Background: an optimization exercise with open tools, aiming at small area, a short achievable clock period and few clock cycles per item. Do not read the settings as production practice.
At most, simulation tests tie the RTL to the original design; equivalence was not proved.
Function not checked in runs 2 to 4: the RTL went through the layout flow alone.
Power is estimated from default activity; no workload was simulated.

==> flow/design.v, too long to show whole: its modules and the start of the top module <==
// module tpu_dot4_a: 458 lines
// module tpu_dot4_b: 117 lines
// module tpu_top: 170 lines
module tpu_top
(
    input  logic        clk,
    input  logic        rst,
    input  logic        psel,
    input  logic        penable,
    input  logic        pwrite,
    input  logic [7:0]  paddr,
    input  logic [31:0] pwdata,
    output logic [31:0] prdata,
    output logic        pready,
    output logic        pslverr
);
  // ...
==> flow/flow/run.sh <==
#!/bin/bash
set -euo pipefail
bash standard.sh SETUP_SLACK_MARGIN=6.8 MATCH_CELL_FOOTPRINT=0 \
    "BUFFER_PORTS_ARGS=-buffer_cell sky130_fd_sc_hd__buf_2" finish > flow_make.log 2>&1
==> flow/standard.sh <==
#!/bin/bash
# synth_recipe.tcl (not shown) runs the flow's synth.tcl, then flattens the netlist and writes it again
# the make line also repeats each setting of config.mk as NAME=value (left out here)
make -C /OpenROAD-flow-scripts/flow DESIGN_CONFIG=/design/flow/config.mk WORK_HOME=/design/flow/orfs CLKGATE_MAP_FILE= SYNTH_SCRIPT=/design/flow/synth_recipe.tcl "${@:-finish}"
==> flow/config.mk <==
export PLATFORM = sky130hd
export DESIGN_NAME = tpu_top
export DESIGN_NICKNAME = tpu_top
export VERILOG_FILES = /design/flow/design.v
export SDC_FILE = /design/flow/constraint.sdc
export NUM_CORES = 4
export LEC_CHECK = 0
export CAP_MARGIN = 20
export CORE_MARGIN = 2
export CORE_UTILIZATION = 55
export SLEW_MARGIN = 20
==> flow/constraint.sdc <==
create_clock -name core_clock -period 10.0 [get_ports {clk}]
set_input_delay 2.0000 -clock core_clock [delete_from_list [all_inputs] [get_ports {clk}]]
set_output_delay 2.0000 -clock core_clock [all_outputs]
set_load 0.01 [all_outputs]
==> impl_summary.log, run 1 <==
[metrics] status: timing/DRC/antenna clean
[metrics] busiest layer in global routing: met2
[metrics] total nets after synthesis: 2,771
[metrics] ratio of cells with drive above 1 in the final layout: 16.9%
[metrics] HPWL reported at the end of detailed placement: 46.9 mm
[metrics] GR Util met3: about 4.0%
[metrics] startpoint of the lowest-slack hold path: mq[62]$_DFF_P_
[metrics] crit-path leading delay family: compound AO/OA/AOI/OAI gates
[metrics] Post-Place Cells: 2,969
[metrics] antenna violations before repair: 0
[metrics] met3 wire len: 4.73 mm
[metrics] multi-input combinational gate total: ~1,600
[metrics] relative slew slack: 22.8%
[metrics] sequential group share of total power: 49.3%
[metrics] number of buffers and inverters on the critical path: 2
[metrics] post-detailed-route via-to-cell ratio: 5.70
[metrics] top area cells in the synthesized netlist: sky130_fd_sc_hd__dfxtp_1, sky130_fd_sc_hd__fa_1, sky130_fd_sc_hd__edfxtp_1
[metrics] Critical path destination: rd_q[2]$_DFF_P_
[metrics] y dimension of the die: 225 um
[metrics] final routed wirelength across all metal layers: 71.2 mm
[metrics] # nets final: 2,776
[metrics] GP Congestion: 0.826
[metrics] utilization after layout: 62.7%
[metrics] global routing usage summed across all routing layers: 28.4%
[metrics] residual DRC count: 0
[metrics] wire length of the first global-routing pass: about 110 mm
[metrics] maxcap violations: 0
[metrics] Setup crit start: paddr[3]
[metrics] final worst hold slack: 0.333 ns
[metrics] floorplan core area: 48,500 um2
Testbench counts, summed over its fixed seeds: cycles 17,664, jobs 192.
==> module tpu_top, before the edit <==
module tpu_top
(
    input  logic        clk,
    input  logic        rst,
    input  logic        psel,
    input  logic        penable,
    input  logic        pwrite,
    input  logic [7:0]  paddr,
    input  logic [31:0] pwdata,
    output logic [31:0] prdata,
    output logic        pready,
    output logic        pslverr
);
    localparam int MW = 63;   
    logic [7:0] aq   [4][4];     
    logic [7:0] wq   [4][4];     
    logic [6:0] res  [16];       
    logic       res_ok;          
    logic       busy;
    logic       done;
    logic       go_q;            
    logic       wact;            
    logic       fin_q;           
    logic [3:0] wcnt;            
    logic [3:0] t;               
    logic [3:0] idx;
    logic       aligned, is_ctrl, is_status, is_feat, is_wgt, is_res, mapped;
    assign idx       = paddr[5:2];
    assign aligned   = (paddr[1:0] == 2'b00);
    assign is_ctrl   = (paddr == 8'h00);
    assign is_status = (paddr == 8'h04);
    assign is_feat   = aligned && (paddr[7:6] == 2'd1);
    assign is_wgt    = aligned && (paddr[7:6] == 2'd2);
    assign is_res    = aligned && (paddr[7:6] == 2'd3);
    assign mapped    = is_ctrl || is_status || is_feat || is_wgt || is_res;
    logic [MW-1:0] m, mq;
    logic [17:0]   r0, r1, rq0, rq1, sum;
    logic [6:0]    act;
    logic [6:0]    act_w;        
    logic          pz2, pz3;     
    logic [3:0]    e3;           
    logic          res_we;       
    tpu_dot4_a i_dot_a (
        .a0 (aq[0][0]), .a1 (aq[0][1]), .a2 (aq[0][2]), .a3 (aq[0][3]),
        .w0 (wq[0][0]), .w1 (wq[1][0]), .w2 (wq[2][0]), .w3 (wq[3][0]),
        .m  (m)
    );
    tpu_dot4_b i_dot_b (
        .m  (mq),
        .r0 (r0),
        .r1 (r1)
    );
    assign sum    = rq0 + rq1 + 18'h20000;
    assign act    = sum[17] ? 7'd0 : (|sum[16:7]) ? 7'd127 : sum[6:0];
    assign act_w  = pz3 ? 7'd0 : act;
    assign e3     = t - 4'd2;
    assign res_we = wact;
    logic fin;                 
    logic busy_nx, done_nx;    
    logic err_setup;           
    assign fin     = fin_q;
    assign busy_nx = busy && !fin;
    assign done_nx = done || fin;
    assign err_setup = !mapped || (pwrite && (is_status || is_res))
                    || (pwrite && busy_nx && (is_feat || is_wgt || (is_ctrl && pwdata[0])));
    logic       setup, wr_ok, go_s, we_feat, we_wgt;
    logic [1:0] wlc [4];         
    logic [1:0] alr [4];         
    logic [3:0] t_nx;
    logic       arot;            
    assign setup   = psel && !penable;
    assign wr_ok   = setup && pwrite && aligned && !busy_nx;
    assign go_s    = setup && pwrite && is_ctrl && pwdata[0] && !busy_nx;
    assign we_feat = wr_ok && (paddr[7:6] == 2'd1);
    assign we_wgt  = wr_ok && (paddr[7:6] == 2'd2);
    assign t_nx    = t + 4'd1;
    assign arot    = (t[1:0] == 2'd3);
    always_comb begin
        for (int c = 0; c < 4; c++) wlc[c] = 2'(c) + t_nx[1:0];
        for (int r = 0; r < 4; r++) alr[r] = 2'(r) + t_nx[3:2];
    end
    logic [7:0] pa_q;            
    always_ff @(posedge clk) pa_q <= paddr;
    logic [6:0] rd_r;
    logic [7:0] rd_fast;
    always_comb begin
        rd_r = res[idx];
        rd_fast = ({8{is_res && res_ok}} & {1'b0, rd_r})
                | ({8{is_status}} & {6'd0, done_nx, busy_nx});
    end
    logic [7:0] rd_slow;
    logic       hit;
    assign rd_slow = pa_q[7] ? wq[pa_q[5:4]][0] : aq[0][pa_q[3:2]];
    assign hit     = pa_q[7] ? (t[1:0] == pa_q[3:2]) : (t[3:2] == pa_q[5:4]);
    logic       op_rd;           
    logic       st_wait;         
    logic [7:0] rd_q;
    logic       err_q;
    logic       rdy_q;
    assign op_rd   = !pwrite && aligned && (paddr[7:6] == 2'd1 || paddr[7:6] == 2'd2);
    assign st_wait = !pwrite && is_status && busy_nx;
    always_ff @(posedge clk) begin
        rd_q  <= (!rdy_q && pa_q[7:6] != 2'd0) ? rd_slow : rd_fast;
        err_q <= err_setup;
        if (psel && !penable) rdy_q <= !(op_rd || st_wait);
        else rdy_q <= rdy_q || ((pa_q[7:6] == 2'd0) ? fin : hit);
    end
    assign prdata  = {{24{rd_q[7]}}, rd_q};
    assign pslverr = err_q;
    assign pready  = rdy_q;
    always_ff @(posedge clk) begin
        for (int r = 0; r < 4; r++) begin
            for (int k = 0; k < 4; k++) begin
                if (rst) aq[r][k] <= 8'd0;
                else if (we_feat && paddr[5:4] == alr[r] && paddr[3:2] == 2'(k)) aq[r][k] <= pwdata[7:0];
                else if (arot) aq[r][k] <= aq[(r + 1) % 4][k];
            end
        end
        for (int k = 0; k < 4; k++) begin
            for (int c = 0; c < 4; c++) begin
                if (rst) wq[k][c] <= 8'd0;
                else if (we_wgt && paddr[5:4] == 2'(k) && paddr[3:2] == wlc[c]) wq[k][c] <= pwdata[7:0];
                else wq[k][c] <= wq[k][(c + 1) % 4];
            end
        end
    end
    always_ff @(posedge clk) begin
        if (rst) begin
            busy   <= 1'b0;
            done   <= 1'b0;
            res_ok <= 1'b0;
            go_q   <= 1'b0;
            fin_q  <= 1'b0;
            wact   <= 1'b0;
            wcnt   <= 4'd0;
            t      <= 4'd0;
        end else begin
            go_q <= go_s;
            fin_q <= wact && (wcnt == 4'd15);
            if (go_q) begin
                busy <= 1'b1;
                done <= 1'b0;
            end else if (fin) begin
                busy   <= 1'b0;
                done   <= 1'b1;
                res_ok <= 1'b1;
            end
            if (go_s) begin
                wact <= 1'b1;
                wcnt <= 4'd0;
            end else if (wact) begin
                if (wcnt == 4'd15) wact <= 1'b0;
                wcnt <= wcnt + 4'd1;
            end
            t <= t + 4'd1;
        end
    end
    always_ff @(posedge clk) begin
        for (int e = 0; e < 16; e++) begin
            if (res_we && e3 == 4'(e)) res[e] <= act_w;
        end
    end
    always_ff @(posedge clk) begin
        mq    <= m;
        rq0   <= r0;
        rq1   <= r1;
        pz2   <= rst;
        pz3   <= pz2;
    end
endmodule
==> inputs of run 2 (changes only) <==
--- a/flow/design.v
+++ b/flow/design.v
@@ -680,17 +680,20 @@
     logic       op_rd;           
     logic       st_wait;         
     logic [7:0] rd_q;
+    logic [1:0] sgn_q;           
     logic       err_q;
     logic       rdy_q;
     assign op_rd   = !pwrite && aligned && (paddr[7:6] == 2'd1 || paddr[7:6] == 2'd2);
     assign st_wait = !pwrite && is_status && busy_nx;
     always_ff @(posedge clk) begin
         rd_q  <= (!rdy_q && pa_q[7:6] != 2'd0) ? rd_slow : rd_fast;
+        sgn_q[0] <= !rdy_q && paddr[7:6] != 2'd0 && rd_slow[7];
+        sgn_q[1] <= !rdy_q && (paddr[7] || pa_q[6]) && rd_slow[7];
         err_q <= err_setup;
         if (psel && !penable) rdy_q <= !(op_rd || st_wait);
         else rdy_q <= rdy_q || ((pa_q[7:6] == 2'd0) ? fin : hit);
     end
-    assign prdata  = {{24{rd_q[7]}}, rd_q};
+    assign prdata  = {{8{sgn_q[1]}}, {8{sgn_q[0]}}, {8{rd_q[7]}}, rd_q};
     assign pslverr = err_q;
     assign pready  = rdy_q;
     always_ff @(posedge clk) begin
==> run 2 against run 1 <==
  * Still clean on timing, DRC and antenna
  * Global-route usage grew 0.18 points
  * Sequential share of layout area is 0.27 points higher
  * Register-to-register slack got worse by 0.04 ns
  * Via count grew 0.61%
  * Largest power group unchanged
  * Combinational power is 6% lower
  * Power increased by 0.57%
  * Synthesized cell count rose by 0.81%
  * Critical path depth did not move
==> impl_summary.log, run 2 <==
[metrics] TritonCTS Buffers: 52
[metrics] status: timing/DRC/antenna clean
[metrics] top library cells by usage in the layout, fill and taps aside: sky130_fd_sc_hd__dfxtp_1, sky130_fd_sc_hd__nor2_1, sky130_fd_sc_hd__mux2i_1, sky130_fd_sc_hd__fa_1, sky130_fd_sc_hd__inv_1
[metrics] Post-synth EDFFs: between 100 and 150
[metrics] type of destination of the critical path: flip-flop
[metrics] residual DRC count: 0 (unchanged)
[metrics] final routed wirelength across all metal layers: 71.7 mm (+0.62%)
[metrics] Port-buffer cells: 54
[metrics] placed inst area: 27,400 um2
[metrics] utilization after layout: 63.4% (+0.69 points)
[metrics] crit-path leading delay family: simple AND/OR/NAND/NOR gates
[metrics] total nets after synthesis: 2,791 (+0.72%)
[metrics] wire length of the first global-routing pass: 108 mm (about the same)
[metrics] Layout Cell Area excl Fill: 30,300 um2
[metrics] Cell variety after synth: 65
[metrics] Met1 Wirelength: 31.0 mm
[metrics] unrepaired setup endpoints after global routing: yes
[metrics] ratio of cells with drive above 1 in the final layout: 16.3% (-0.65 points)
[metrics] sequential-to-total area share from yosys stat: 41.4%
[metrics] buffers from clock root to sink, at most: 3
[metrics] timing-limited maximum frequency: 309 MHz
[metrics] Top Layer Used: met5
[metrics] GP Congestion: 0.851 (+3.1%)
[metrics] share of synthesized registers carrying an async set or reset: 0%
[metrics] number of warnings issued by yosys: 11
[metrics] Detailed Route Iter0 Violations: 1,500
[metrics] total global routing overflow: 0
[metrics] Synth area leader: sky130_fd_sc_hd__dfxtp_1
[metrics] clock insertion delay at the later pin of the skew report: about 0.60 ns
[metrics] clock tree from TritonCTS: built
[metrics] Leak Pwr: 11.8 nW
[metrics] maximum number of pins on one net before global-route repair: 114
[metrics] minimum setup slack among reg-to-reg paths: 6.84 ns
[metrics] Mapped Area: 26,700 um2
[metrics] Placement Rows: 80
[metrics] Root Buffer Master: sky130_fd_sc_hd__clkbuf_16
[metrics] maxcap violations: 0 (unchanged)
[metrics] Antenna Violating Nets Remaining: 0
[metrics] startpoint type of the worst setup path: input pin
[metrics] critical path required time: 10.46 ns
[metrics] power per cell area: 138 nW/um2
[metrics] measured slew at the worst slew-check pin: 1.12 ns
[metrics] y dimension of the die: 224 um (-0.27%)
[metrics] cell with the biggest individual delay on the critical path: sky130_fd_sc_hd__or2_4
[metrics] die footprint: approximately 50,000 um2
[metrics] # nets final: 2,791 (+0.54%)
[metrics] Layout area overhead: 13.4%
[metrics] most frequent cell on the critical path: sky130_fd_sc_hd__buf_12
[metrics] number of global-route vias before repair: 18,000
[metrics] cells traversed along the worst timing path: buf_2, buf_12, or2_4, mux2i_1, nand3_2, nor3_4, buf_12, mux2i_2, nor2_1
[metrics] average wire length per cell after detail routing: about 23 um
[metrics] slowest stage delay, CP: 0.26 ns
[metrics] Layout fillers: 3,874
[metrics] post-detailed-route via-to-cell ratio: 5.72 (+0.35%)
[metrics] Most used DFF post-synth: sky130_fd_sc_hd__dfxtp_1
[metrics] CTS H-tree depth: 2
[metrics] number of hold violations in the final report: 0
[metrics] top post-synthesis cells by count: sky130_fd_sc_hd__dfxtp_1, sky130_fd_sc_hd__nor2_1, sky130_fd_sc_hd__mux2i_1
[metrics] portion of synthesized cell area occupied by the leading cell type: 28.8%
[metrics] relative slew slack: 24.9% (+2.1 points)
[metrics] met3 wire len: 5.40 mm (+14%)
[metrics] final critical-path share of the clock period: 32.3%
[metrics] antenna violations before repair: 5 (+5)
[metrics] HPWL reported at the end of detailed placement: 47.8 mm (+2.0%)
[metrics] final setup violating endpoints: 0
[metrics] total number of clock tree sinks: 497
[metrics] number of buffers and inverters on the critical path: 3 (+1)
[metrics] clock transition at the register clock pins on the worst setup and hold paths after CTS: 0.06 ns
[metrics] floorplan core area: 47,800 um2 (-1.4%)
[metrics] most common cell after layout, fill and taps aside: sky130_fd_sc_hd__dfxtp_1
[metrics] worst endpoint data arrival time: 3.69 ns
[metrics] Layout Skew: about 0.025 ns
[metrics] Synth Instances: 2,488
[metrics] Peak supply drop: 0.000141 V
[metrics] hold-fix buffers at CTS: 0
[metrics] x dimension of the die: 224 um
[metrics] path type of the worst min-delay path: reg -> reg
[metrics] I/O pin cnt: 79
[metrics] worst-path fanout max: 8
[metrics] Total Neg Setup Slack: 0 ns
[metrics] via count of the routed design: 18,000
[metrics] time the final worst path needs with I/O delays and setup: 3.23 ns
[metrics] Routed met2 length: 33.1 mm
[metrics] post-synthesis sequential element count: 497
[metrics] most instantiated library cell after synthesis: sky130_fd_sc_hd__dfxtp_1
[metrics] number of optimization iterations in the first detailed-route pass: 5
[metrics] Initial Util: roughly 56%
[metrics] Pins Over Slew Limit: 0
[metrics] top area cells in the synthesized netlist: sky130_fd_sc_hd__dfxtp_1, sky130_fd_sc_hd__fa_1, sky130_fd_sc_hd__edfxtp_1
[metrics] mean post-synth cell area: 10.7 um2
[metrics] global routing usage summed across all routing layers: 28.6% (+0.18 points)
[metrics] leading registers by flop count: aq (128), wq (128), res (112)
[metrics] start-to-end type of the worst setup path: in -> reg
-- run 2: final cells by class --
| cell class | instances | area [um2] | area share (%) |
|---|---|---|---|
| multi-input combinational | 1583 | 14500 | 47.9 |
| sequential | 497 | 11100 | 36.6 |
| clock buffer | 81 | 1540 | 5.09 |
| timing repair buffer | 133 | 1390 | 4.59 |
| inverter | 221 | 838 | 2.77 |
| tap | 615 | 769 | 2.54 |
| clock inverter | 11 | 153 | 0.504 |
| antenna | 1 | 2.50 | 0.00826 |
-- run 2: worst paths after layout --
path	from	end	cells after the start
setup / recovery	paddr[4]	aq[12][1]$_SDFFE_PP0P_	9
hold reg to reg	pz2$_DFF_P_	pz3$_DFF_P_	0
setup reg to reg	wq[0][1]$_SDFF_PP0_	mq[28]$_DFF_P_	7
hold / removal	pz2$_DFF_P_	pz3$_DFF_P_	0
-- run 2: power breakdown --
part	internal (mW)	total, mW	leakage (nW)	switching [mW]
sequential	2.05	2.06	4.15	0.00937
combinational	0.0689	0.195	6.82	0.126
clock	1.14	1.92	0.837	0.787
total	3.25	4.17	11.8	0.922
-- run 2: timing repair --
item | 4_1_cts | 5_1_grt
setup endpoints to repair | 400 | 380
pin swaps | 29 | 18
gates resized for setup | 44 | 44
gates cloned | 3 | 4
endpoints found under the hold margin | 0 | 0
setup buffers | 34 | 21
-- run 2: cells by family after synthesis --
kind of cell,Yosys count,synth area share [%]
compound gates,216,5.59
xor+xnor,23,0.810
fa+ha+maj,258,18.4
buf+inv,408,6.16
flops,497,41.4
mux,369,14.9
simple gates,717,12.7
-- run 2: layer usage --
layer  track usage, %  vias up
met5                0        -
met4             9.46        2
met3             6.31      138
met2             44.9      658
met1             39.6     9023
li1                 -     8159
-- run 2: per-stage QoR --
step                      setup WS (ns)  hold slack (ns)  cells  total power, mW
final                              6.77            0.326   3142             4.17
after global routing               6.70            0.334   3141             4.30
after CTS                          6.73            0.329   3116             4.19
after detailed placement           5.33            0.316   2987             2.26
after global placement             5.43            0.311   2987             2.26
after floorplan                    6.46            0.310   2488             2.22
==> inputs of run 3 (changes only) <==
--- a/flow/config.mk
+++ b/flow/config.mk
@@ -7,5 +7,6 @@
 export LEC_CHECK = 0
 export CAP_MARGIN = 20
 export CORE_MARGIN = 2
-export CORE_UTILIZATION = 55
+export CORE_UTILIZATION = 70
+export PLACE_DENSITY = 0.75
 export SLEW_MARGIN = 20
==> run 3 against run 2 <==
  * Clock skew up 0.010 ns
  * Global-route usage up 6.9 points
  * Synthesized cell count unchanged
  * Clock power about the same
  * Critical endpoint is now wq[12][3]$_SDFF_PP0_
  * Worst setup slack worse by 0.016 ns
  * Routed wire length down 1.9%
  * Die area down 21%
==> impl_summary.log, run 3 <==
[metrics] # nets final: 2,785 (-0.21%)
[metrics] number of warnings issued by yosys: 11 (unchanged)
[metrics] I/O pin cnt: 79 (unchanged)
[metrics] clock tree from TritonCTS: built
[metrics] clock insertion delay at the later pin of the skew report: 0.61 ns (about the same)
[metrics] startpoint type of the worst setup path: input pin
[metrics] Root Buffer Master: sky130_fd_sc_hd__clkbuf_16
[metrics] Placement Rows: 71 (-11%)
[metrics] crit-path leading delay family: simple AND/OR/NAND/NOR gates
[metrics] top area cells in the synthesized netlist: sky130_fd_sc_hd__dfxtp_1, sky130_fd_sc_hd__fa_1, sky130_fd_sc_hd__edfxtp_1
[metrics] Antenna Violating Nets Remaining: 0 (unchanged)
[metrics] most common cell after layout, fill and taps aside: sky130_fd_sc_hd__dfxtp_1
[metrics] global routing usage summed across all routing layers: 35.5% (+6.9 points)
[metrics] critical path required time: 10.43 ns (-0.03 ns)
[metrics] Total Neg Setup Slack: 0 ns (unchanged)
[metrics] final routed wirelength across all metal layers: 70.3 mm (-1.9%)
[metrics] portion of synthesized cell area occupied by the leading cell type: 28.8% (unchanged)
[metrics] cell with the biggest individual delay on the critical path: sky130_fd_sc_hd__xnor2_1
[metrics] number of hold violations in the final report: 0 (unchanged)
[metrics] antenna violations before repair: 0 (-5)
[metrics] final worst hold slack: 0.328 ns (+0.00203 ns)
[metrics] Cell variety after synth: 65 (unchanged)
[metrics] HPWL reported at the end of detailed placement: 45.5 mm (-5.0%)
[metrics] number of global-route vias before repair: 18,600 (+3.2%)
[metrics] leading registers by flop count: aq (128), wq (128), res (112)
[metrics] power per cell area: 138 nW/um2 (+0.35%)
[metrics] unrepaired setup endpoints after global routing: yes
[metrics] CTS H-tree depth: 2 (unchanged)
[metrics] Mapped Area: 26,700 um2 (unchanged)
[metrics] hold-fix buffers at CTS: 0 (unchanged)
[metrics] slowest stage delay, CP: 0.39 ns (+0.13 ns)
[metrics] most instantiated library cell after synthesis: sky130_fd_sc_hd__dfxtp_1
[metrics] placed inst area: 27,300 um2 (-0.60%)
[metrics] floorplan core area: 37,700 um2 (-21%)
[metrics] cells traversed along the worst timing path: buf_2, buf_12, xnor2_1, nand2_2, nor2_4, buf_12, mux2i_1, nor2_1
[metrics] type of destination of the critical path: flip-flop
[metrics] timing-limited maximum frequency: 308 MHz (-0.50%)
[metrics] total nets after synthesis: 2,791 (unchanged)
[metrics] top library cells by usage in the layout, fill and taps aside: sky130_fd_sc_hd__dfxtp_1, sky130_fd_sc_hd__nor2_1, sky130_fd_sc_hd__mux2i_1, sky130_fd_sc_hd__fa_1, sky130_fd_sc_hd__inv_1
[metrics] die footprint: 39,800 um2 (-21%)
[metrics] via count of the routed design: 18,600 (+3.4%)
[metrics] Most used DFF post-synth: sky130_fd_sc_hd__dfxtp_1
[metrics] status: timing/DRC/antenna clean
[metrics] start-to-end type of the worst setup path: in -> reg
[metrics] Initial Util: 71.0% (+15 points)
[metrics] Post-synth EDFFs: 112 (unchanged)
[metrics] Port-buffer cells: 54 (unchanged)
[metrics] total number of clock tree sinks: 497 (unchanged)
[metrics] worst-path fanout max: 12 (+4)
[metrics] top post-synthesis cells by count: sky130_fd_sc_hd__dfxtp_1, sky130_fd_sc_hd__nor2_1, sky130_fd_sc_hd__mux2i_1
[metrics] wire length of the first global-routing pass: 105 mm (-2.6%)
[metrics] measured slew at the worst slew-check pin: 1.09 ns (-0.0309 ns)
[metrics] Synth area leader: sky130_fd_sc_hd__dfxtp_1
[metrics] post-synthesis sequential element count: 497 (unchanged)
[metrics] mean post-synth cell area: 10.7 um2 (unchanged)
[metrics] total global routing overflow: 0 (unchanged)
[metrics] Peak supply drop: 0.000146 V (+3.8%)
[metrics] final setup violating endpoints: 0 (unchanged)
[metrics] y dimension of the die: 199 um (-11%)
[metrics] Leak Pwr: 11.8 nW (-0.20%)
[metrics] TritonCTS Buffers: 49 (-5.8%)
[metrics] average wire length per cell after detail routing: 23.2 um (+1.6%)
[metrics] relative slew slack: 26.9% (+2.1 points)
[metrics] maxcap violations: 0 (unchanged)
[metrics] Synth Instances: 2,488 (unchanged)
[metrics] number of inserted diodes: 0 (-1)
[metrics] number of optimization iterations in the first detailed-route pass: 6 (+1)
[metrics] share of synthesized registers carrying an async set or reset: 0% (unchanged)
[metrics] clock transition at the register clock pins on the worst setup and hold paths after CTS: 0.07 ns (about the same)
[metrics] Layout Skew: 0.0355 ns (+0.0101 ns)
[metrics] maximum number of pins on one net before global-route repair: 172 (+51%)
[metrics] sequential-to-total area share from yosys stat: 41.4% (unchanged)
[metrics] post-detailed-route via-to-cell ratio: 6.13 (+7.1%)
[metrics] Detailed Route Iter0 Violations: 1,694 (+13%)
[metrics] most frequent cell on the critical path: sky130_fd_sc_hd__buf_12
[metrics] GP Congestion: 0.889 (+4.4%)
[metrics] buffers from clock root to sink, at most: 3 (unchanged)
[metrics] time the final worst path needs with I/O delays and setup: 3.25 ns (+0.0162 ns)
[metrics] residual DRC count: 0 (unchanged)
[metrics] utilization after layout: 80.3% (+17 points)
[metrics] worst endpoint data arrival time: 3.68 ns (about the same)
[metrics] ratio of cells with drive above 1 in the final layout: 16.9% (+0.62 points)
[metrics] final critical-path share of the clock period: 32.5% (+0.16 points)
[metrics] Pins Over Slew Limit: 0 (unchanged)
[metrics] path type of the worst min-delay path: reg -> reg
[metrics] x dimension of the die: 199 um (-11%)
[metrics] number of buffers and inverters on the critical path: 3 (unchanged)
[metrics] Layout Cell Area excl Fill: 30,200 um2 (-0.24%)
[metrics] Layout area overhead: 13.2%
[run 3: cell counts after synthesis]
Identical to the previous run, type by type.
[run 3: timing repair]
item	CTS	global route
setup endpoints to repair	401	320
setup buffers	38	22
resized for setup	53	58
pin swaps	35	31
gates cloned	2	2
[run 3: cell families (layout without fill, tap and decap cells)]
| logic type | Yosys count | after routing | synth area share, % |
|---|---|---|---|
| and+or+nand+nor | 717 | 717 | 12.7 |
| muxes | 369 | 369 | 14.9 |
| AOI/OAI and AO/OA | 216 | 216 | 5.59 |
| adders and majority gates | 258 | 258 | 18.4 |
| xor gates and xnor gates | 23 | 23 | 0.810 |
| buffers and inverters | 408 | 442 | 6.16 |
| DFF | 497 | 497 | 41.4 |
[run 3: metal layers]
layer,GRT usage (%),part of all wire [%],vias to the layer above
met4,14.6,3.9,0
met2,56.2,46,975
met1,47.2,40,9250
li1,-,-,8157
met3,8.84,9.8,203
met5,0,0,-
[run 3: area by class of cell]
cell class	instances	area [um2]
Clock buffer	77	1510
Timing Repair Buffer	130	1360
Tap cell	511	639
Clock inverter	14	206
Fill cell	2298	7420
Multi-Input combinational cell	1583	14600
Sequential cell	497	11100
Inverter	221	836
[run 3: path summary, 6_finish.rpt]
check | from | endpoint | slack, ns | cells after the start
setup / recovery | paddr[3] | wq[12][3]$_SDFF_PP0_ | 6.75 | 8
hold / removal | pz2$_DFF_P_ | pz3$_DFF_P_ | 0.33 | 0
setup reg to reg | aq[1][2]$_SDFFE_PP0P_ | mq[41]$_DFF_P_ | 6.86 | 6
hold reg to reg | pz2$_DFF_P_ | pz3$_DFF_P_ | 0.33 | 0
[run 3: metrics by stage]
step / setup WS (ns) / cells / power [mW]
floorplan: 6.46 / 2488 / 2.22
global placement: 5.52 / 2878 / 2.25
detailed placement: 5.38 / 2878 / 2.25
CTS: 6.64 / 3009 / 4.16
global route: 6.72 / 3033 / 4.28
finish: 6.75 / 3033 / 4.18
[run 3: power breakdown]
part | internal, mW | switching (mW) | leakage [nW]
Combinational | 0.0670 | 0.127 | 6.78
Sequential | 2.05 | 0.00912 | 4.15
Clock | 1.14 | 0.786 | 0.850
[run 3: worst reg2reg max path: cells and delay by family, from the launching register on]
| family | cells | cell delay (ns) |
|---|---|---|
| AND/OR/NAND/NOR | 1 | 0.25 |
| buffers and inverters | 1 | 0.06 |
| flip-flops | 1 | 0.73 |
| adder cells (fa/ha/maj) | 4 | 1.94 |
==> inputs of run 4 (changes only) <==
--- a/flow/config.mk
+++ b/flow/config.mk
@@ -7,6 +7,6 @@
 export LEC_CHECK = 0
 export CAP_MARGIN = 20
 export CORE_MARGIN = 2
-export CORE_UTILIZATION = 70
-export PLACE_DENSITY = 0.75
+export CORE_UTILIZATION = 65
+export PLACE_DENSITY = 0.72
 export SLEW_MARGIN = 20
==> run 4 against run 3 <==
  * Still clean
  * Routed wire length decreased by 0.43%
  * Synthesized cell count unchanged
  * Combinational power barely moved
  * Utilization fell by 6.1 points
  * Critical path depth is the same
  * Design area about the same
  * Sequential share of layout area hardly changed
  * Non-clock buffer count up 3
  * Sequential cell count did not move
  * Sequential power hardly changed
  * First-iteration DRC count fell by 0.94%
  * Critical endpoint is now aq[0][7]$_SDFFE_PP0P_
==> impl_summary.log, run 4 <==
[metrics] CTS H-tree depth: 2 (unchanged)
[metrics] number of warnings issued by yosys: 11 (unchanged)
[metrics] top post-synthesis cells by count: sky130_fd_sc_hd__dfxtp_1, sky130_fd_sc_hd__nor2_1, sky130_fd_sc_hd__mux2i_1
[metrics] final worst hold slack: 0.329 ns (+0.000848 ns)
[metrics] via count of the routed design: 18,400 (-1.2%)
[metrics] status: timing/DRC/antenna clean
[metrics] footprint of the multi-input gates: 14,600 um2 (-0.26%)
[metrics] I/O pin cnt: 79 (unchanged)
[metrics] worst endpoint data arrival time: 3.69 ns (about the same)
[metrics] Placement Rows: 74 (+4.2%)
[metrics] maxcap violations: 0 (unchanged)
[metrics] x dimension of the die: 207 um (+3.7%)
[metrics] top area cells in the synthesized netlist: sky130_fd_sc_hd__dfxtp_1, sky130_fd_sc_hd__fa_1, sky130_fd_sc_hd__edfxtp_1
[metrics] final routed wirelength across all metal layers: 70.0 mm (-0.43%)
[metrics] Cell variety after synth: 65 (unchanged)
[metrics] Initial Util: 65.6% (-5.4 points)
[metrics] most common cell after layout, fill and taps aside: sky130_fd_sc_hd__dfxtp_1
[metrics] Layout area overhead: 13.1% (about the same)
[metrics] worst setup margin: 6.76 ns (+0.00892 ns)
[metrics] Pins Over Slew Limit: 0 (unchanged)
[metrics] Setup crit start: paddr[7]
[metrics] WHS Path Cells: 0 (unchanged)
[metrics] worst-path fanout max: 16 (+4)
[metrics] number of inserted diodes: 0 (unchanged)
[metrics] floorplan core area: 40,700 um2 (+8.2%)
[metrics] antenna violations before repair: 0 (unchanged)
[metrics] clock transition at the register clock pins on the worst setup and hold paths after CTS: 0.06 ns (about the same)
[metrics] cells traversed along the worst timing path: buf_2, inv_1, ha_1, nand3b_1, nor2b_2, nand2_2, nor2_1, a211oi_2
[metrics] clock insertion delay at the later pin of the skew report: 0.62 ns (about the same)
[metrics] post-synthesis sequential element count: 497 (unchanged)
[metrics] Root Buffer Master: sky130_fd_sc_hd__clkbuf_16
[metrics] post-detailed-route via-to-cell ratio: 6.00 (-2.1%)
[metrics] relative slew slack: 28.0% (+1.0 points)
[metrics] Mapped Area: 26,700 um2 (unchanged)
[metrics] Peak supply drop: 0.000190 V (+30%)
[metrics] top library cells by usage in the layout, fill and taps aside: sky130_fd_sc_hd__dfxtp_1, sky130_fd_sc_hd__nor2_1, sky130_fd_sc_hd__mux2i_1, sky130_fd_sc_hd__fa_1, sky130_fd_sc_hd__inv_1
[metrics] most instantiated library cell after synthesis: sky130_fd_sc_hd__dfxtp_1
[metrics] maximum number of pins on one net before global-route repair: 110 (-36%)
[metrics] HPWL reported at the end of detailed placement: 45.2 mm (-0.64%)
[metrics] ratio of cells with drive above 1 in the final layout: 16.5% (-0.40 points)
[metrics] leading registers by flop count: aq (128), wq (128), res (112)
[metrics] slowest stage delay, CP: 0.33 ns (-0.06 ns)
[metrics] Synth area leader: sky130_fd_sc_hd__dfxtp_1
[metrics] final setup violating endpoints: 0 (unchanged)
[metrics] clock tree from TritonCTS: built
[metrics] cell with the biggest individual delay on the critical path: sky130_fd_sc_hd__ha_1
[metrics] die footprint: 42,800 um2 (+7.5%)
[metrics] count of cells along the worst register-to-register path: 7 (+1)
[metrics] total nets after synthesis: 2,791 (unchanged)
[metrics] number of optimization iterations in the first detailed-route pass: 5 (-1)
[metrics] start-to-end type of the worst setup path: in -> reg
[metrics] # nets final: 2,790 (+0.18%)
[metrics] mean post-synth cell area: 10.7 um2 (unchanged)
[metrics] area taken by flip-flops and latches: 11,100 um2 (about the same)
[metrics] average wire length per cell after detail routing: 22.9 um (-1.3%)
[metrics] Worst R2R Start: aq[0][6]$_SDFFE_PP0P_
[metrics] path type of the worst min-delay path: reg -> reg
[metrics] number of stages on the worst setup path: 8 (unchanged)
[metrics] post-placement worst setup slack: 5.55 ns (+0.176 ns)
[metrics] utilization after layout: 74.2% (-6.1 points)
[metrics] wire length of the first global-routing pass: 104 mm (-0.87%)
[metrics] Most used DFF post-synth: sky130_fd_sc_hd__dfxtp_1
[metrics] final critical-path share of the clock period: 32.4% (-0.089 points)
[metrics] Layout fillers: 2,772 (+21%)
[metrics] power per cell area: 137 nW/um2 (-0.98%)
[metrics] startpoint type of the worst setup path: input pin
[metrics] Detailed Route Iter0 Violations: 1,678 (-0.94%)
[metrics] number of global-route vias before repair: 18,300 (-1.7%)
[metrics] Antenna Violating Nets Remaining: 0 (unchanged)
[metrics] y dimension of the die: 207 um (+3.7%)
[metrics] startpoint of the lowest-slack hold path: mq[62]$_DFF_P_
[metrics] portion of synthesized cell area occupied by the leading cell type: 28.8% (unchanged)
[metrics] time the final worst path needs with I/O delays and setup: 3.24 ns (-0.00892 ns)
[metrics] Post-synth EDFFs: 112 (unchanged)
[metrics] Synth Instances: 2,488 (unchanged)
[metrics] number of buffers and inverters on the critical path: 2 (-1)
[metrics] unrepaired setup endpoints after global routing: yes
[metrics] critical path required time: 10.45 ns (+0.02 ns)
[metrics] Leak Pwr: 11.7 nW (-0.48%)
[metrics] Total Neg Setup Slack: 0 ns (unchanged)
[metrics] total global routing overflow: 0 (unchanged)
[metrics] number of hold violations in the final report: 0 (unchanged)
[metrics] timing-limited maximum frequency: 309 MHz (+0.28%)
[metrics] residual DRC count: 0 (unchanged)
[metrics] Port-buffer cells: 54 (unchanged)
[metrics] measured slew at the worst slew-check pin: 1.08 ns (-0.0155 ns)
[metrics] Layout Skew: 0.0360 ns (+0.000527 ns)
[metrics] sequential-to-total area share from yosys stat: 41.4% (unchanged)
[metrics] PnR Total Power: 4.14 mW (-1.0%)
[metrics] hold-fix buffers at CTS: 0 (unchanged)
[metrics] global routing usage summed across all routing layers: 32.5% (-3.0 points)
[metrics] crit-path leading delay family: simple AND/OR/NAND/NOR gates
[metrics] buffers from clock root to sink, at most: 3 (unchanged)
[metrics] GP Congestion: 0.886 (-0.35%)
[metrics] TritonCTS Buffers: 51 (+4.1%)
[metrics] share of synthesized registers carrying an async set or reset: 0% (unchanged)
[metrics] total number of clock tree sinks: 497 (unchanged)
[metrics] minimum setup slack among reg-to-reg paths: 6.86 ns (about the same)
[metrics] type of destination of the critical path: flip-flop
run 4: cell counts after synthesis:
No cell type changed its count.
run 4: path summary, 6_finish.rpt:
kind                                 to
setup / recovery  aq[0][7]$_SDFFE_PP0P_
hold / removal          rq0[16]$_DFF_P_
setup reg to reg         mq[51]$_DFF_P_
hold reg to reg         rq0[16]$_DFF_P_
run 4: stage by stage:
stage	instances	instance area (um2)
global route	3060	30200
detailed placement	2900	27300
finish	3060	30200
global placement	2899	27300
floorplan	2488	27100
CTS	3033	29700
run 4: power by group:
part | internal [mW] | switching, mW
sequential | 2.05 | 0.00947
combinational | 0.0685 | 0.127
clock | 1.09 | 0.795
total | 3.20 | 0.932
run 4: kinds of logic after synthesis:
| logic type | share of synthesized area [%] |
|---|---|
| simple gates | 12.7 |
| flops | 41.4 |
| buf+inv | 6.16 |
| mux | 14.9 |
| fa+ha+maj | 18.4 |
| compound gates | 5.59 |
| xor+xnor | 0.810 |
run 4: repair_timing:
| item | CTS | global route |
|---|---|---|
| gates resized for setup | 51 | 44 |
| buffers inserted | 35 | 23 |
| pin swaps | 22 | 21 |
| setup endpoints to repair | 390 | 315 |
| gates cloned | 4 | 4 |
run 4: cell type report:
cell class / count / area share [%]
clock buffer: 74 / 4.81
clock inverter: 20 / 0.708
inverter: 221 / 2.78
multi-input combinational: 1583 / 48.2
sequential: 497 / 36.7
tap: 532 / 2.20
timing repair buffer: 133 / 4.63
run 4: layer usage:
metal | vias to the layer above | GRT usage, % | part of all wire, %
met5 | - | 0 | 0
met4 | 0 | 11.9 | 3.5
met3 | 193 | 6.83 | 9.3
met2 | 854 | 51.9 | 46
met1 | 9145 | 44.4 | 41
li1 | 8161 | - | -
==> inputs of run 5 (changes only) <==
--- a/flow/design.v
+++ b/flow/design.v
@@ -680,20 +680,17 @@
     logic       op_rd;           
     logic       st_wait;         
     logic [7:0] rd_q;
-    logic [1:0] sgn_q;           
     logic       err_q;
     logic       rdy_q;
     assign op_rd   = !pwrite && aligned && (paddr[7:6] == 2'd1 || paddr[7:6] == 2'd2);
     assign st_wait = !pwrite && is_status && busy_nx;
     always_ff @(posedge clk) begin
         rd_q  <= (!rdy_q && pa_q[7:6] != 2'd0) ? rd_slow : rd_fast;
-        sgn_q[0] <= !rdy_q && paddr[7:6] != 2'd0 && rd_slow[7];
-        sgn_q[1] <= !rdy_q && (paddr[7] || pa_q[6]) && rd_slow[7];
         err_q <= err_setup;
         if (psel && !penable) rdy_q <= !(op_rd || st_wait);
         else rdy_q <= rdy_q || ((pa_q[7:6] == 2'd0) ? fin : hit);
     end
-    assign prdata  = {{8{sgn_q[1]}}, {8{sgn_q[0]}}, {8{rd_q[7]}}, rd_q};
+    assign prdata  = {{24{rd_q[7]}}, rd_q};
     assign pslverr = err_q;
     assign pready  = rdy_q;
     always_ff @(posedge clk) begin
==> flow/flow/run.sh (replaced) <==
#!/bin/bash
set -euo pipefail
bash standard.sh SETUP_SLACK_MARGIN=6.6 MATCH_CELL_FOOTPRINT=0 \
    "BUFFER_PORTS_ARGS=-buffer_cell sky130_fd_sc_hd__buf_2" finish > flow_make.log 2>&1
--- a/flow/config.mk
+++ b/flow/config.mk
@@ -7,6 +7,6 @@
 export LEC_CHECK = 0
 export CAP_MARGIN = 20
 export CORE_MARGIN = 2
-export CORE_UTILIZATION = 65
-export PLACE_DENSITY = 0.72
+export CORE_UTILIZATION = 70
+export PLACE_DENSITY = 0.75
 export SLEW_MARGIN = 20
==> run 5 against run 4 <==
  * Still clean on timing, DRC and antenna
  * Global-route usage increased by 0.97 points
  * Fmax decreased by 4.1%
  * Routed wire length decreased by 7.2%
  * First-iteration DRC count decreased by 2.7%
  * Sequential power about the same
  * Design area decreased by 3.8%
  * Die area decreased by 6.5%
  * Clock power about the same
  * Worst setup slack got worse by 0.14 ns
  * Utilization increased by 2.8 points
==> impl_summary.log, run 5 <==
[metrics] status: timing/DRC/antenna clean
[metrics] power per cell area: 141 nW/um2 (+3.2%)
[metrics] Synth Instances: 2,468 (-0.80%)
[metrics] I/O pin cnt: 79 (unchanged)
[metrics] Pins Over Slew Limit: 0 (unchanged)
[metrics] final critical-path share of the clock period: 33.8% (+1.4 points)
[metrics] Cell variety after synth: 73 (+12%)
[metrics] leading registers by flop count: aq (128), wq (128), res (112)
[metrics] Placement Rows: 71 (-4.1%)
[metrics] top post-synthesis cells by count: sky130_fd_sc_hd__dfxtp_1, sky130_fd_sc_hd__nor2_1, sky130_fd_sc_hd__mux2i_1
[metrics] GP Congestion: 0.862 (-2.7%)
[metrics] measured slew at the worst slew-check pin: 1.04 ns (-0.0352 ns)
[metrics] wire length of the first global-routing pass: 100 mm (-4.0%)
[metrics] TritonCTS Buffers: 49 (-3.9%)
[metrics] time the final worst path needs with I/O delays and setup: 3.38 ns (+0.137 ns)
[metrics] start-to-end type of the worst setup path: in -> reg
[metrics] path type of the worst min-delay path: reg -> reg
[metrics] number of global-route vias before repair: 17,700 (-3.0%)
[metrics] post-synthesis sequential element count: 495 (-0.40%)
[metrics] total global routing overflow: 0 (unchanged)
[metrics] worst setup margin: 6.62 ns (-0.137 ns)
[metrics] post-detailed-route via-to-cell ratio: 6.00 (about the same)
[metrics] number of hold violations in the final report: 0 (unchanged)
[metrics] Peak supply drop: 0.000189 V (-0.56%)
[metrics] global routing usage summed across all routing layers: 33.5% (+0.97 points)
[metrics] sequential-to-total area share from yosys stat: 41.0% (-0.37 points)
[metrics] mean post-synth cell area: 10.9 um2 (+1.4%)
[metrics] Post-Place Cells: 2,853 (-1.6%)
[metrics] x dimension of the die: 200 um (-3.3%)
[metrics] share of synthesized registers carrying an async set or reset: 0% (unchanged)
[metrics] final cell count without fillers: 2,957 (-3.4%)
[metrics] relative slew slack: 30.3% (+2.4 points)
[metrics] maximum number of pins on one net before global-route repair: 115 (+4.5%)
[metrics] maxcap violations: 0 (unchanged)
[metrics] total nets after synthesis: 2,771 (-0.72%)
[metrics] number of warnings issued by yosys: 11 (unchanged)
[metrics] Layout Skew: 0.0191 ns (-0.0169 ns)
[metrics] WHS Path Cells: 0 (unchanged)
[metrics] type of destination of the critical path: flip-flop
[metrics] most instantiated library cell after synthesis: sky130_fd_sc_hd__dfxtp_1
[metrics] buffers from clock root to sink, at most: 3 (unchanged)
[metrics] clock tree from TritonCTS: built
[metrics] final routed wirelength across all metal layers: 65.0 mm (-7.2%)
[metrics] worst endpoint data arrival time: 3.89 ns (+0.20 ns)
[metrics] die footprint: 40,000 um2 (-6.5%)
[metrics] worst-path fanout max: 43 (+27)
[metrics] Layout Cell Area excl Fill: 29,100 um2 (-3.8%)
[metrics] clock insertion delay at the later pin of the skew report: 0.61 ns (about the same)
[metrics] unrepaired setup endpoints after global routing: yes
[metrics] Initial Util: 71.2% (+5.6 points)
[metrics] Total Neg Setup Slack: 0 ns (unchanged)
[metrics] floorplan core area: 37,800 um2 (-7.3%)
[metrics] CTS H-tree depth: 2 (unchanged)
[metrics] met2 capacity usage during global routing: 52.9% (+1.1 points)
[metrics] placed inst area: 27,100 um2 (-0.75%)
[metrics] HPWL reported at the end of detailed placement: 44.3 mm (-2.0%)
[metrics] final setup violating endpoints: 0 (unchanged)
[metrics] post-placement worst setup slack: 5.48 ns (-0.0665 ns)
[metrics] antenna violations before repair: 1 (+1)
[metrics] y dimension of the die: 200 um (-3.3%)
[metrics] busiest layer in global routing: met2
[metrics] Port-buffer cells: 54 (unchanged)
[metrics] Mapped Area: 26,900 um2 (+0.54%)
[metrics] residual DRC count: 0 (unchanged)
[metrics] Leak Pwr: 11.3 nW (-3.9%)
[metrics] top library cells by usage in the layout, fill and taps aside: sky130_fd_sc_hd__dfxtp_1, sky130_fd_sc_hd__nor2_1, sky130_fd_sc_hd__mux2i_1, sky130_fd_sc_hd__fa_1, sky130_fd_sc_hd__inv_1
[metrics] Layout area overhead: 8.17%
[metrics] most common cell after layout, fill and taps aside: sky130_fd_sc_hd__dfxtp_1
[metrics] # nets final: 2,707 (-3.0%)
[metrics] Synth area leader: sky130_fd_sc_hd__dfxtp_1
[metrics] number of optimization iterations in the first detailed-route pass: 6 (+1)
[metrics] Detailed Route Iter0 Violations: 1,633 (-2.7%)
[metrics] Post-synth EDFFs: 112 (unchanged)
[metrics] portion of synthesized cell area occupied by the leading cell type: 28.5% (-0.30 points)
[metrics] ratio of cells with drive above 1 in the final layout: 13.6% (-2.9 points)
[metrics] average wire length per cell after detail routing: 22.0 um (-4.0%)
[metrics] timing-limited maximum frequency: 296 MHz (-4.1%)
[metrics] count of cells along the worst register-to-register path: 8 (+1)
[metrics] hold-fix buffers at CTS: 0 (unchanged)
[metrics] total number of clock tree sinks: 495 (-0.40%)
[metrics] Root Buffer Master: sky130_fd_sc_hd__clkbuf_16
[metrics] startpoint type of the worst setup path: input pin
[metrics] clock transition at the register clock pins on the worst setup and hold paths after CTS: 0.06 ns (about the same)
[metrics] Antenna Violating Nets Remaining: 0 (unchanged)
[metrics] Layout fillers: 2,536 (-8.5%)
[metrics] GR Util met3: 6.92% (+0.093 points)
[metrics] critical path required time: 10.51 ns (+0.06 ns)
[metrics] via count of the routed design: 17,800 (-3.3%)
[metrics] met1 track demand over resource in global routing: 45.9% (+1.6 points)
[metrics] top area cells in the synthesized netlist: sky130_fd_sc_hd__dfxtp_1, sky130_fd_sc_hd__fa_1, sky130_fd_sc_hd__edfxtp_1
[metrics] final worst hold slack: 0.326 ns (-0.00294 ns)
[metrics] Most used DFF post-synth: sky130_fd_sc_hd__dfxtp_1
run 5: path summary, 6_finish.rpt:
check                      start              endpoint  slack, ns
setup / recovery        paddr[3]       rd_q[5]$_DFF_P_       6.62
hold / removal    mq[62]$_DFF_P_       rq0[16]$_DFF_P_       0.33
setup reg to reg  rq0[2]$_DFF_P_  res[10][3]$_DFFE_PP_       6.68
hold reg to reg   mq[62]$_DFF_P_       rq0[16]$_DFF_P_       0.33
run 5: area by class of cell:
cell class / count / area (um2) / area share, %
multi-input cells: 1564 / 14400 / 49.4
flip-flops and latches: 495 / 11000 / 38.0
repair buffers: 75 / 515 / 1.77
clock inverters: 23 / 214 / 0.736
clock buffers: 69 / 1470 / 5.07
well taps: 511 / 639 / 2.20
diodes: 1 / 2.50 / 0.00861
inverters: 219 / 830 / 2.85
run 5: report_power, final:
part | switching [mW] | internal [mW] | total [mW]
logic | 0.116 | 0.0535 | 0.169
clock network | 0.799 | 1.09 | 1.89
registers | 0.00871 | 2.04 | 2.05
run 5: worst max-delay path, cell delays in order:
cell	delay [ns]
sky130_fd_sc_hd__buf_2	0.10
sky130_fd_sc_hd__buf_12	0.23
sky130_fd_sc_hd__clkinvlp_4	0.19
sky130_fd_sc_hd__buf_4	0.18
sky130_fd_sc_hd__nor2_2	0.37
sky130_fd_sc_hd__a22o_1	0.22
sky130_fd_sc_hd__a22o_1	0.17
sky130_fd_sc_hd__a222oi_1	0.08
sky130_fd_sc_hd__a21oi_1	0.17
sky130_fd_sc_hd__o21bai_1	0.17
run 5: logic make-up (layout without fill, tap and decap cells):
group | after synthesis | after routing | share of synthesized area (%)
AO/OA/AOI/OAI | 205 | 205 | 5.49
XOR/XNOR | 24 | 24 | 0.838
adder cells (fa/ha/maj) | 258 | 258 | 18.3
buffers and inverters | 409 | 386 | 6.13
flip-flops | 495 | 495 | 41.0
multiplexers | 367 | 367 | 14.8
other | 0 | 1 | 0
AND/OR/NAND/NOR | 710 | 710 | 13.4
run 5: per-stage QoR:
step	power, mW	util [%]
floorplan	2.21	-
global placement	2.24	71.7
detailed placement	2.25	71.8
CTS	4.12	76.7
global route	4.21	77.0
finish	4.10	77.0
run 5: per-layer routing:
| layer | wire length, um | part of all wire (%) | vias to the layer above |
|---|---|---|---|
| li1 | - | - | 7966 |
| met1 | 26500 | 41 | 8731 |
| met2 | 29800 | 46 | 871 |
| met3 | 6060 | 9.3 | 184 |
| met4 | 2550 | 3.9 | 0 |
| met5 | 0 | 0 | - |
run 5: timing repair:
action	in CTS	in global routing
endpoints found under the setup margin	386	198
buffers inserted	10	1
gates cloned	0	0
gates resized for setup	40	15
pin swaps	1	2
Testbench counts of run 5, summed over its fixed seeds: cycles 17,664, jobs 192.
==> inputs of run 6 (changes only) <==
==> flow/flow/run.sh (replaced) <==
#!/bin/bash
set -euo pipefail
bash standard.sh SETUP_SLACK_MARGIN=6.9 MATCH_CELL_FOOTPRINT=0 \
    "BUFFER_PORTS_ARGS=-buffer_cell sky130_fd_sc_hd__buf_2" finish > flow_make.log 2>&1
==> run 6 against run 5 <==
  * Clock skew increased by 0.022 ns
  * Utilization increased by 5.7 points
  * Clock-buffer cell count increased by 2
  * Largest cell class unchanged
  * Sequential cell count unchanged
  * Cell count increased by 3.1%
  * Critical path type unchanged
  * Still clean on timing, DRC and antenna
  * Synthesized cell count unchanged
  * Clock power decreased by 5%
  * Worst setup slack got worse by 0.018 ns
==> impl_summary.log, run 6 <==
[metrics] post-detailed-route via-to-cell ratio: 6.24 (+3.9%)
[metrics] # nets final: 2,803 (+3.5%)
[metrics] most instantiated library cell after synthesis: sky130_fd_sc_hd__dfxtp_1
[metrics] Synth Instances: 2,468 (unchanged)
[metrics] Layout Skew: 0.0416 ns (+0.0224 ns)
[metrics] startpoint of the lowest-slack hold path: pz2$_DFF_P_
[metrics] Most used DFF post-synth: sky130_fd_sc_hd__dfxtp_1
[metrics] total number of clock tree sinks: 495 (unchanged)
[metrics] Total Neg Setup Slack: 0 ns (unchanged)
[metrics] share of synthesized registers carrying an async set or reset: 0% (unchanged)
[metrics] Synth area leader: sky130_fd_sc_hd__dfxtp_1
[metrics] clock transition at the register clock pins on the worst setup and hold paths after CTS: 0.06 ns (about the same)
[metrics] Peak supply drop: 0.000148 V (-22%)
[metrics] Critical path destination: rd_q[2]$_DFF_P_
[metrics] start-to-end type of the worst setup path: in -> reg
[metrics] Leak Pwr: 12.1 nW (+7.0%)
[metrics] most common cell after layout, fill and taps aside: sky130_fd_sc_hd__dfxtp_1
[metrics] leading registers by flop count: aq (128), wq (128), res (112)
[metrics] average wire length per cell after detail routing: 25.2 um (+15%)
[metrics] Port-buffer cells: 54 (unchanged)
[metrics] Detailed Route Iter0 Violations: 1,628 (-0.31%)
[metrics] GP Congestion: 0.862 (about the same)
[metrics] number of optimization iterations in the first detailed-route pass: 6 (unchanged)
[metrics] Setup crit start: paddr[3]
[metrics] relative slew slack: 23.8% (-6.6 points)
[metrics] Mapped Area: 26,900 um2 (unchanged)
[metrics] timing-limited maximum frequency: 295 MHz (-0.53%)
[metrics] CTS H-tree depth: 2 (unchanged)
[metrics] final critical-path share of the clock period: 34.0% (+0.18 points)
[metrics] die footprint: 40,000 um2 (unchanged)
[metrics] ratio of cells with drive above 1 in the final layout: 20.4% (+6.8 points)
[metrics] worst-path fanout max: 8 (-81%)
[metrics] startpoint type of the worst setup path: input pin
[metrics] sequential-to-total area share from yosys stat: 41.0% (unchanged)
[metrics] top area cells in the synthesized netlist: sky130_fd_sc_hd__dfxtp_1, sky130_fd_sc_hd__fa_1, sky130_fd_sc_hd__edfxtp_1
[metrics] maxcap violations: 0 (unchanged)
[metrics] buffers from clock root to sink, at most: 3 (unchanged)
[metrics] worst endpoint data arrival time: 3.93 ns (+0.04 ns)
[metrics] antenna violations before repair: 3 (+2)
[metrics] Placement Rows: 71 (unchanged)
[metrics] Pins Over Slew Limit: 0 (unchanged)
[metrics] measured slew at the worst slew-check pin: 1.14 ns (+0.0979 ns)
[metrics] Worst R2R Start: rq0[2]$_DFF_P_
[metrics] Initial Util: 71.2% (unchanged)
[metrics] I/O pin cnt: 79 (unchanged)
[metrics] portion of synthesized cell area occupied by the leading cell type: 28.5% (unchanged)
[metrics] final setup violating endpoints: 0 (unchanged)
[metrics] PnR Total Power: 4.08 mW (-0.67%)
[metrics] Cell variety after synth: 73 (unchanged)
[metrics] unrepaired setup endpoints after global routing: yes
[metrics] post-synthesis sequential element count: 495 (unchanged)
[metrics] Layout Cell Area excl Fill: 31,200 um2 (+7.4%)
[metrics] Root Buffer Master: sky130_fd_sc_hd__clkbuf_16
[metrics] Layout area overhead: 16.1%
[metrics] Post-synth EDFFs: 112 (unchanged)
[metrics] count of cells along the worst register-to-register path: 11 (+3)
[metrics] path type of the worst min-delay path: reg -> reg
[metrics] WHS Path Cells: 0 (unchanged)
[metrics] y dimension of the die: 200 um (unchanged)
[metrics] total global routing overflow: 0 (unchanged)
[metrics] top library cells by usage in the layout, fill and taps aside: sky130_fd_sc_hd__dfxtp_1, sky130_fd_sc_hd__nor2_1, sky130_fd_sc_hd__mux2i_1, sky130_fd_sc_hd__fa_1, sky130_fd_sc_hd__inv_1
[metrics] x dimension of the die: 200 um (unchanged)
[metrics] placed inst area: 27,200 um2 (+0.30%)
[metrics] final routed wirelength across all metal layers: 76.8 mm (+18%)
[metrics] power per cell area: 131 nW/um2 (-7.5%)
[metrics] via count of the routed design: 19,000 (+7.1%)
[metrics] global routing usage summed across all routing layers: 36.7% (+3.2 points)
[metrics] mean post-synth cell area: 10.9 um2 (unchanged)
[metrics] status: timing/DRC/antenna clean
[metrics] TritonCTS Buffers: 50 (+2.0%)
[metrics] capture point of the worst reg-to-reg path: res[11][5]$_DFFE_PP_
[metrics] floorplan core area: 37,800 um2 (unchanged)
[metrics] HPWL reported at the end of detailed placement: 44.7 mm (+0.98%)
[metrics] critical path required time: 10.53 ns (+0.02 ns)
[metrics] type of destination of the critical path: flip-flop
[metrics] number of hold violations in the final report: 0 (unchanged)
[metrics] Antenna Violating Nets Remaining: 0 (unchanged)
[metrics] wire length of the first global-routing pass: 108 mm (+8.1%)
[metrics] Layout fillers: 2,069 (-18%)
[metrics] number of global-route vias before repair: 18,900 (+6.8%)
[metrics] total nets after synthesis: 2,771 (unchanged)
[metrics] time the final worst path needs with I/O delays and setup: 3.40 ns (+0.0180 ns)
[metrics] number of warnings issued by yosys: 11 (unchanged)
[metrics] clock insertion delay at the later pin of the skew report: 0.62 ns (about the same)
[metrics] maximum number of pins on one net before global-route repair: 151 (+31%)
[metrics] minimum setup slack among reg-to-reg paths: 6.73 ns (+0.05 ns)
[metrics] residual DRC count: 0 (unchanged)
[metrics] clock tree from TritonCTS: built
[metrics] top post-synthesis cells by count: sky130_fd_sc_hd__dfxtp_1, sky130_fd_sc_hd__nor2_1, sky130_fd_sc_hd__mux2i_1
run 6: changes by cell type in the layout (fill, tap and decap cells not counted), moves of 13 or more:
cell	previous run	this run
sky130_fd_sc_hd__buf_4	14	50
sky130_fd_sc_hd__buf_2	52	21
sky130_fd_sc_hd__buf_6	1	48
sky130_fd_sc_hd__nand2_2	14	1
sky130_fd_sc_hd__dfxtp_2	0	36
sky130_fd_sc_hd__dfxtp_1	382	346
sky130_fd_sc_hd__mux2i_1	277	260
sky130_fd_sc_hd__buf_12	6	35
run 6: what timing repair did:
action	in CTS	in global routing
setup buffers	55	35
gates cloned	11	4
resized for setup	137	161
setup endpoints to repair	413	393
hold buffers	0	0
pin swaps	44	71
run 6: cells by family after synthesis:
group                    after synthesis  synth area share [%]
multiplexers                         367                  14.8
adder cells (fa/ha/maj)              258                  18.3
flip-flops                           495                  41.0
AND/OR/NAND/NOR                      710                  13.4
buffers and inverters                409                  6.13
AO/OA/AOI/OAI                        205                  5.49
XOR/XNOR                              24                 0.838
run 6: how the worst min path moves through the flow:
stage | to | slack [ns]
2_1_floorplan | pz3$_DFF_P_ | 0.31
3_3_place_gp | rq0[16]$_DFF_P_ | 0.31
3_5_place_dp | pz3$_DFF_P_ | 0.31
4_1_cts | pz3$_DFF_P_ | 0.33
5_1_grt | pz3$_DFF_P_ | 0.34
6_report | pz3$_DFF_P_ | 0.33
run 6: metal layers:
| metal | wire [um] | part of all wire, % | vias up | GRT usage [%] |
|---|---|---|---|---|
| li1 | - | - | 8161 | - |
| met1 | 28200 | 37 | 9420 | 46.1 |
| met2 | 36100 | 47 | 1133 | 59.9 |
| met3 | 8050 | 10 | 298 | 9.69 |
| met4 | 4450 | 5.8 | 0 | 17.0 |
| met5 | 0 | 0 | - | 0 |
run 6: critical path, cell delays in order:
cell                       delay [ns]
sky130_fd_sc_hd__buf_12          0.11
sky130_fd_sc_hd__buf_12          0.14
sky130_fd_sc_hd__buf_4           0.13
sky130_fd_sc_hd__nor2b_4         0.38
sky130_fd_sc_hd__a221oi_2        0.15
sky130_fd_sc_hd__a211oi_1        0.48
sky130_fd_sc_hd__a221oi_4        0.13
sky130_fd_sc_hd__o21ai_1         0.14
sky130_fd_sc_hd__o211ai_1        0.14
sky130_fd_sc_hd__o21ai_1         0.13
run 6: area by class of cell:
type	instances	area, um2	area share, %
diodes	3	7.51	0.0241
clock buffers	71	1400	4.49
clock inverters	15	133	0.425
inverters	219	830	2.66
multi-input cells	1565	15100	48.3
flip-flops and latches	495	11100	35.5
well taps	511	639	2.05
repair buffers	169	2040	6.53
run 6: power breakdown:
group	switching (mW)	internal [mW]
logic	0.150	0.0889
clock network	0.791	0.999
registers	0.00923	2.04
run 6: per-stage QoR:
stage          utilization, %  setup WS, ns  instances  hold slack, ns
2_1_floorplan               -          6.58       2468           0.310
3_3_place_gp             71.9          5.54       2853           0.315
3_5_place_dp             72.0          5.48       2854           0.315
4_1_cts                  79.9          6.64       3006           0.329
5_1_grt                  82.6          6.57       3045           0.340
6_report                 82.7          6.60       3048           0.327
==> inputs of run 7 (changes only) <==
==> flow/flow/run.sh (replaced) <==
#!/bin/bash
set -euo pipefail
bash standard.sh SETUP_SLACK_MARGIN=6.8 MATCH_CELL_FOOTPRINT=0 \
    "BUFFER_PORTS_ARGS=-buffer_cell sky130_fd_sc_hd__buf_2" finish > flow_make.log 2>&1
==> run 7 against run 6 <==
  * Sequential power about the same
  * Via count shrank 3.6%
  * Synthesized cell count unchanged
  * Worst setup slack improved by 0.17 ns
  * Design area shrank 4.0%
  * Fmax rose by 5.3%
  * Sequential cell count did not move
  * Power about the same
  * Global-route usage fell by 1.5 points
  * Cell count decreased by 1.8%
  * Area after synthesis is the same
  * Utilization down 3.3 points
  * Critical endpoint is now prdata[24]
  * Largest power group unchanged
==> impl_summary.log, run 7 <==
[metrics] top post-synthesis cells by count: sky130_fd_sc_hd__dfxtp_1, sky130_fd_sc_hd__nor2_1, sky130_fd_sc_hd__mux2i_1
[metrics] maxcap violations: 0 (unchanged)
[metrics] time the final worst path needs with I/O delays and setup: 3.22 ns (-0.172 ns)
[metrics] number of optimization iterations in the first detailed-route pass: 8 (+2)
[metrics] ratio of cells with drive above 1 in the final layout: 15.7% (-4.7 points)
[metrics] top library cells by usage in the layout, fill and taps aside: sky130_fd_sc_hd__dfxtp_1, sky130_fd_sc_hd__nor2_1, sky130_fd_sc_hd__mux2i_1, sky130_fd_sc_hd__fa_1, sky130_fd_sc_hd__inv_1
[metrics] Layout area overhead: 11.5%
[metrics] critical path required time: 8.00 ns (-2.53 ns)
[metrics] power per cell area: 136 nW/um2 (+4.0%)
[metrics] floorplan core area: 37,800 um2 (unchanged)
[metrics] # nets final: 2,748 (-2.0%)
[metrics] Layout Cell Area excl Fill: 30,000 um2 (-4.0%)
[metrics] Root Buffer Master: sky130_fd_sc_hd__clkbuf_16
[metrics] share of synthesized registers carrying an async set or reset: 0% (unchanged)
[metrics] number of global-route vias before repair: 18,400 (-2.7%)
[metrics] I/O pin cnt: 79 (unchanged)
[metrics] total nets after synthesis: 2,771 (unchanged)
[metrics] maximum number of pins on one net before global-route repair: 128 (-15%)
[metrics] residual DRC count: 0 (unchanged)
[metrics] Synth Instances: 2,468 (unchanged)
[metrics] die footprint: 40,000 um2 (unchanged)
[metrics] placed inst area: 27,100 um2 (-0.15%)
[metrics] average wire length per cell after detail routing: 22.9 um (-9.1%)
[metrics] leading registers by flop count: aq (128), wq (128), res (112)
[metrics] measured slew at the worst slew-check pin: 1.07 ns (-0.0647 ns)
[metrics] start-to-end type of the worst setup path: reg -> out
[metrics] Placement Rows: 71 (unchanged)
[metrics] buffers from clock root to sink, at most: 3 (unchanged)
[metrics] Initial Util: 71.2% (unchanged)
[metrics] Most used DFF post-synth: sky130_fd_sc_hd__dfxtp_1
[metrics] final critical-path share of the clock period: 32.2% (-1.7 points)
[metrics] post-detailed-route via-to-cell ratio: 6.12 (-1.9%)
[metrics] most common cell after layout, fill and taps aside: sky130_fd_sc_hd__dfxtp_1
[metrics] minimum setup slack among reg-to-reg paths: 6.84 ns (+0.11 ns)
[metrics] sequential-to-total area share from yosys stat: 41.0% (unchanged)
[metrics] Synth area leader: sky130_fd_sc_hd__dfxtp_1
[metrics] final setup violating endpoints: 0 (unchanged)
[metrics] Cell variety after synth: 73 (unchanged)
[metrics] Pins Over Slew Limit: 0 (unchanged)
[metrics] Mapped Area: 26,900 um2 (unchanged)
[metrics] worst endpoint data arrival time: 1.22 ns (-2.71 ns)
[metrics] antenna violations before repair: 2 (-1)
[metrics] Port-buffer cells: 54 (unchanged)
[metrics] type of destination of the critical path: primary output
[metrics] number of warnings issued by yosys: 11 (unchanged)
[metrics] number of inserted diodes: 0 (-3)
[metrics] mean post-synth cell area: 10.9 um2 (unchanged)
[metrics] number of hold violations in the final report: 0 (unchanged)
[metrics] unrepaired setup endpoints after global routing: yes
[metrics] total number of clock tree sinks: 495 (unchanged)
[metrics] TritonCTS Buffers: 50 (unchanged)
[metrics] post-placement worst setup slack: 5.23 ns (-0.254 ns)
[metrics] CTS H-tree depth: 2 (unchanged)
[metrics] Peak supply drop: 0.000175 V (+18%)
[metrics] Detailed Route Iter0 Violations: 1,727 (+6.1%)
[metrics] Leak Pwr: 11.7 nW (-3.2%)
[metrics] global routing usage summed across all routing layers: 35.2% (-1.5 points)
[metrics] HPWL reported at the end of detailed placement: 44.4 mm (-0.64%)
[metrics] relative slew slack: 28.1% (+4.3 points)
[metrics] total global routing overflow: 0 (unchanged)
[metrics] final routed wirelength across all metal layers: 68.6 mm (-11%)
[metrics] post-synthesis sequential element count: 495 (unchanged)
[metrics] worst setup margin: 6.78 ns (+0.172 ns)
[metrics] Antenna Violating Nets Remaining: 0 (unchanged)
[metrics] top area cells in the synthesized netlist: sky130_fd_sc_hd__dfxtp_1, sky130_fd_sc_hd__fa_1, sky130_fd_sc_hd__edfxtp_1
[metrics] clock insertion delay at the later pin of the skew report: 0.61 ns (about the same)
[metrics] portion of synthesized cell area occupied by the leading cell type: 28.5% (unchanged)
[metrics] y dimension of the die: 200 um (unchanged)
[metrics] timing-limited maximum frequency: 310 MHz (+5.3%)
[metrics] clock transition at the register clock pins on the worst setup and hold paths after CTS: 0.06 ns (about the same)
[metrics] Total Neg Setup Slack: 0 ns (unchanged)
[metrics] Layout Skew: 0.0266 ns (-0.0149 ns)
[metrics] most instantiated library cell after synthesis: sky130_fd_sc_hd__dfxtp_1
[metrics] status: timing/DRC/antenna clean
[metrics] worst-path fanout max: 13 (+5)
[metrics] wire length of the first global-routing pass: 105 mm (-3.2%)
[metrics] Post-synth EDFFs: 112 (unchanged)
[metrics] GP Congestion: 0.867 (+0.66%)
[metrics] x dimension of the die: 200 um (unchanged)
[metrics] hold-fix buffers at CTS: 0 (unchanged)
[metrics] via count of the routed design: 18,300 (-3.6%)
[metrics] startpoint type of the worst setup path: flip-flop
[metrics] clock tree from TritonCTS: built
[metrics] path type of the worst min-delay path: reg -> reg
-- run 7: final cells by class --
class	instances	area, um2
clock buffers	77	1500
clock inverters	13	103
fillers	2370	7780
inverters	219	830
multi-input cells	1564	14600
flip-flops and latches	495	11000
well taps	511	639
repair buffers	115	1280
-- run 7: worst max-delay path, stage by stage (launching register included) --
cell and delay, ns:
sky130_fd_sc_hd__dfxtp_4 0.36, sky130_fd_sc_hd__buf_12 0.13, sky130_fd_sc_hd__buf_4 0.14
-- run 7: worst paths after layout --
kind                                         start                   end  depth (start not counted)
worst max-delay path            rd_q[7]$_SDFF_PN0_            prdata[24]                          2
worst min-delay path                   pz2$_DFF_P_           pz3$_DFF_P_                          0
worst max register to register      rq0[6]$_DFF_P_  res[11][5]$_DFFE_PP_                          8
worst min register to register         pz2$_DFF_P_           pz3$_DFF_P_                          0
-- run 7: per-layer routing --
| layer | vias to the layer above | part of all wire (%) | GRT usage, % |
|---|---|---|---|
| met4 | 4 | 3.9 | 14.5 |
| met1 | 9168 | 41 | 47.6 |
| li1 | 8055 | - | - |
| met5 | - | 0.039 | 0 |
| met3 | 213 | 9.2 | 7.73 |
| met2 | 884 | 46 | 55.5 |
-- run 7: what timing repair did --
item                       CTS  global route
pin swaps                   20            21
setup endpoints to repair  406           401
setup buffers               32            13
resized for setup           62            63
gates cloned                 7             1
-- run 7: cell families after synthesis --
family / share of synthesized area [%]
simple gates: 13.4
fa+ha+maj: 18.3
buf+inv: 6.13
xor+xnor: 0.838
compound gates: 5.49
mux: 14.8
flops: 41.0
-- run 7: where the power goes --
part / internal [mW] / switching, mW / total (mW)
Combinational: 0.0694 / 0.128 / 0.198
Clock: 1.04 / 0.790 / 1.83
Sequential: 2.04 / 0.00904 / 2.05
-- run 7: stage by stage --
step                      util, %  power, mW  instances  hold WS (ns)
after floorplan                 -       2.21       2468         0.310
after global placement       71.9       2.25       2851         0.314
after detailed placement     71.9       2.25       2851         0.323
after CTS                    78.3       4.07       2980         0.333
after global routing         79.4       4.17       2994         0.341
final                        79.4       4.07       2994         0.333

Setup slack of run 7, layout unchanged: 6.776 ns with ideal ports, 6.712 ns with driving cells assumed (clock clkbuf_16, inputs buf_2), 6.063 ns with port delays also shifted by the 0.649 ns mid clock arrival.
